This is an optimization exercise on Yosys and OpenROAD, whose aim is small area, not a production implementation. In this exercise RTL edits were held to simulation tests only and were not proved equivalent to the original. Power figures rest on the tool's default switching activity, not on a simulated workload.

## cpu_6502_instruction_execute
module cpu_6502_instruction_execute
(
  input  logic        clk,
  input  logic        rst_n,
  input  logic        cfg_we,
  input  logic [15:0] cfg_wdata,
  input  logic        in_valid,
  output logic             in_stall,
  input  logic        in_req_type,
  input  logic [7:0]  in_read_data,
  output logic             out_valid,
  input  logic        out_stall,
  output logic [15:0]      out_bus_addr,
  output logic             out_bus_write,
  output logic [7:0]       out_bus_wdata,
  output logic             out_opcode_fetch,
  output logic             out_bad_opcode
);
Size: ~99 flip-flops.
export LEC_CHECK = 0
export ABC_AREA = 1
export CAP_MARGIN = 20
export CORE_MARGIN = 2
export CORE_UTILIZATION = 65
export GPL_TIMING_DRIVEN = 0
export PLACE_DENSITY = 0.75
export SLEW_MARGIN = 20
create_clock -name core_clock -period 8.0 [get_ports {clk}]
standard.sh (not shown) runs the stock make flow with config.mk's settings and CLKGATE_MAP_FILE= SYNTH_SCRIPT=/design/flow/synth_recipe.tcl, a recipe that flattens the netlist after the stock synthesis.
==> flow/flow/run.sh <==
#!/bin/bash
# Own layout flow: the standard ORFS flow (standard.sh) with three changes to how the
# layout is made:
#  - synthesis maps the logic with a stronger ABC area script (flow/abc_area.script); the
#    registers are mapped before ABC runs, so they are the standard synthesis's registers;
#  - each port gets the smallest buffer (buf_1) instead of the default port buffer cell;
#  - the clock tree uses small clock buffers and no dummy loads.
# The output of every step goes to its own log under orfs/logs/, and make's output to
# flow_make.log in this folder.
set -euo pipefail
W=$PWD
rm -rf "$W/scripts_mod"
cp -r "$FLOW_HOME/scripts" "$W/scripts_mod"
cp "$W/flow/abc_area.script" "$W/scripts_mod/abc_area.script"
bash standard.sh SCRIPTS_DIR="$W/scripts_mod" REMOVE_ABC_BUFFERS=1 \
  BUFFER_PORTS_ARGS="-buffer_cell sky130_fd_sc_hd__buf_1" \
  CTS_ARGS="-sink_clustering_enable -repair_clock_nets -dont_use_dummy_load -sink_clustering_size 10 -sink_clustering_max_diameter 40 -buf_list {sky130_fd_sc_hd__clkbuf_8}" \
  finish > "$W/flow_make.log" 2>&1
==> flow/flow/abc_area.script <==
strash
&get -n
&deepsyn -T 60
&dch -f
&nf -R 1000
&put
==> next run, changes <==
--- a/flow/design.v
+++ b/flow/design.v
@@ -91,25 +91,25 @@
                 (ph_r == c6502_pkg::PH_FETCHB) | (ph_r == c6502_pkg::PH_OPLO) |
                 (ph_r == c6502_pkg::PH_OPHI);
     ph_stk    = (ph_r == c6502_pkg::PH_PUSH2) | (ph_r == c6502_pkg::PH_WDJ) |
                 (ph_r == c6502_pkg::PH_WDS) | (ph_r == c6502_pkg::PH_PULLLO) |
                 (ph_r == c6502_pkg::PH_PULLHI);
     ph_wr     = (ph_r == c6502_pkg::PH_WDONE) | (ph_r == c6502_pkg::PH_PUSH2) |
                 (ph_r == c6502_pkg::PH_WDJ) | (ph_r == c6502_pkg::PH_WDS);
     if (ph_pcaddr)
       out_bus_addr = pc_r;
     else if (ph_stk)
       out_bus_addr = {8'h01, s_r};
     else if (ph_r == c6502_pkg::PH_PTRHI)
-      out_bus_addr = {(op_r[0] ? 8'h00 : ad_r[15:8]), ad_r[7:0]};
+      out_bus_addr = {(op_r[0] ? 8'h00 : pc_r[15:8]), ad_r[7:0]};
     else
       out_bus_addr = ad_r;
     if (ph_r == c6502_pkg::PH_PUSH2)      out_bus_wdata = pc_r[15:8];
     else if (ph_r == c6502_pkg::PH_WDJ)   out_bus_wdata = pc_r[7:0];
     else if (ph_r == c6502_pkg::PH_WDONE || ph_r == c6502_pkg::PH_WDS) out_bus_wdata = op_r;
     else                                  out_bus_wdata = 8'h00;
   end
   assign out_valid        = ov_r;
   assign out_bus_write    = ph_wr;
   assign out_opcode_fetch = (ph_r == c6502_pkg::PH_FETCH) | (ph_r == c6502_pkg::PH_FETCHB);
   assign out_bad_opcode   = (ph_r == c6502_pkg::PH_FETCHB);
   logic f_bad, f_imp, f_push, f_pull;
@@ -223,30 +223,26 @@
             3'b111: idx = (op_r == 8'hBE) ? 2'd2 : 2'd1;
             3'b110: idx = 2'd2;
             default: idx = 2'd0;
           endcase
           rsel = R_AL;
           lsel = (idx == 2'd1) ? L_X : (idx == 2'd2) ? L_Y : L_ZERO;
           memstart = 1'b1;
         end
         c6502_pkg::PH_PTRLO: begin
           rsel = R_AL; ci = 1'b1;
         end
         c6502_pkg::PH_PTRHI: begin
-          if (op_r[0]) begin
-            rsel = R_AH;
-            lsel = op_r[4] ? L_Y : L_ZERO;
-          end else begin
-            lsel = L_PC;
-          end
+          rsel = R_AH;
+          lsel = (op_r[4] && op_r[0]) ? L_Y : L_ZERO;
           memstart = op_r[0];
         end
         c6502_pkg::PH_DATA: begin
           if (o_g10 && op_r[7:6] != 2'b10) begin
             rmw = 1'b1; f_nz = 1'b1;
             if (op_r[7]) begin
               rsel = R_D; lsel = op_r[5] ? L_ZERO : L_FF; ci = op_r[5];
             end else begin
               shsel = 1'b1; f_csh = 1'b1;
             end
           end else begin
             rd_op = 1'b1;
@@ -408,37 +404,34 @@
             3'b001, 3'b101: ph_nxt = c6502_pkg::PH_DATA;
             default: ph_nxt = c6502_pkg::PH_OPHI;
           endcase
         end
         c6502_pkg::PH_OPHI: begin
           pc_nxt = pci;
           ad_nxt = {hinc, res};
           if (op_r[4:2] == 3'b000) begin
             pc_nxt = pc_r;
             ph_nxt = c6502_pkg::PH_PUSH2;
           end else if (o_g00 && op_r[7:6] == 2'b01) begin
             if (op_r[5]) begin
+              pc_nxt[15:8] = d;
               ph_nxt = c6502_pkg::PH_PTRLO;
             end else begin
               pc_nxt = {hinc, res};
               ph_nxt = c6502_pkg::PH_FETCH;
             end
           end else ph_nxt = c6502_pkg::PH_DATA;
         end
         c6502_pkg::PH_PTRLO: begin
-          if (op_r[0]) ad_nxt = {d, res};
-          else begin
-            ad_nxt[7:0] = res;
-            pc_nxt[7:0] = d;
-          end
+          ad_nxt = {d, res};
           ph_nxt = c6502_pkg::PH_PTRHI;
         end
         c6502_pkg::PH_PTRHI: begin
           if (!op_r[0]) begin
             pc_nxt = {hinc, res};
             ph_nxt = c6502_pkg::PH_FETCH;
           end else begin
             ad_nxt = {hinc, res};
             ph_nxt = c6502_pkg::PH_DATA;
           end
         end
         c6502_pkg::PH_DATA: begin
Wire length came out lower by 2.7%; sequential share of layout area came out higher by 0.25 points; design area came out lower by 1.3%; count of clock-buffer cells in the layout does not change; sequential power hardly moves.

[re-timing with driven ports]
The results above use ideal ports. As a check the final layouts listed here were re-extracted and re-timed, cells and wires unchanged.
Step 1: set_driving_cell puts a clkbuf_16 on clk and a buf_2 on each other input, an assumption about the parent block.
Step 2 adds t to the input delays and takes it off the output delays; t is the mean of the earliest and latest rising clock arrival at the registers after step 1. Input paths then give back, and output paths get back, about the clock's delay inside the block.
Slacks: ideal ports / drivers / drivers and shift; pairs: ideal ports / drivers.
run | shift t [ns] | setup slack, ns | hold WS [ns] | clock arrival spread, ns | worst data-port slew with drivers (ns)
the first run | 0.420 | 0.181 / 0.168 / -0.252 | 0.481 / 0.481 / 0.481 | 0.025 / 0.025 | 0.07
the second run | 0.418 | 0.290 / 0.282 / -0.136 | 0.482 / 0.482 / 0.482 | 0.027 / 0.027 | 0.06
Met with ideal ports but missed after step 2: setup timing in the first run and the second run. For the first run, which loses most, drivers alone change the setup slack by -0.013 ns; drivers and shift together by -0.433 ns.
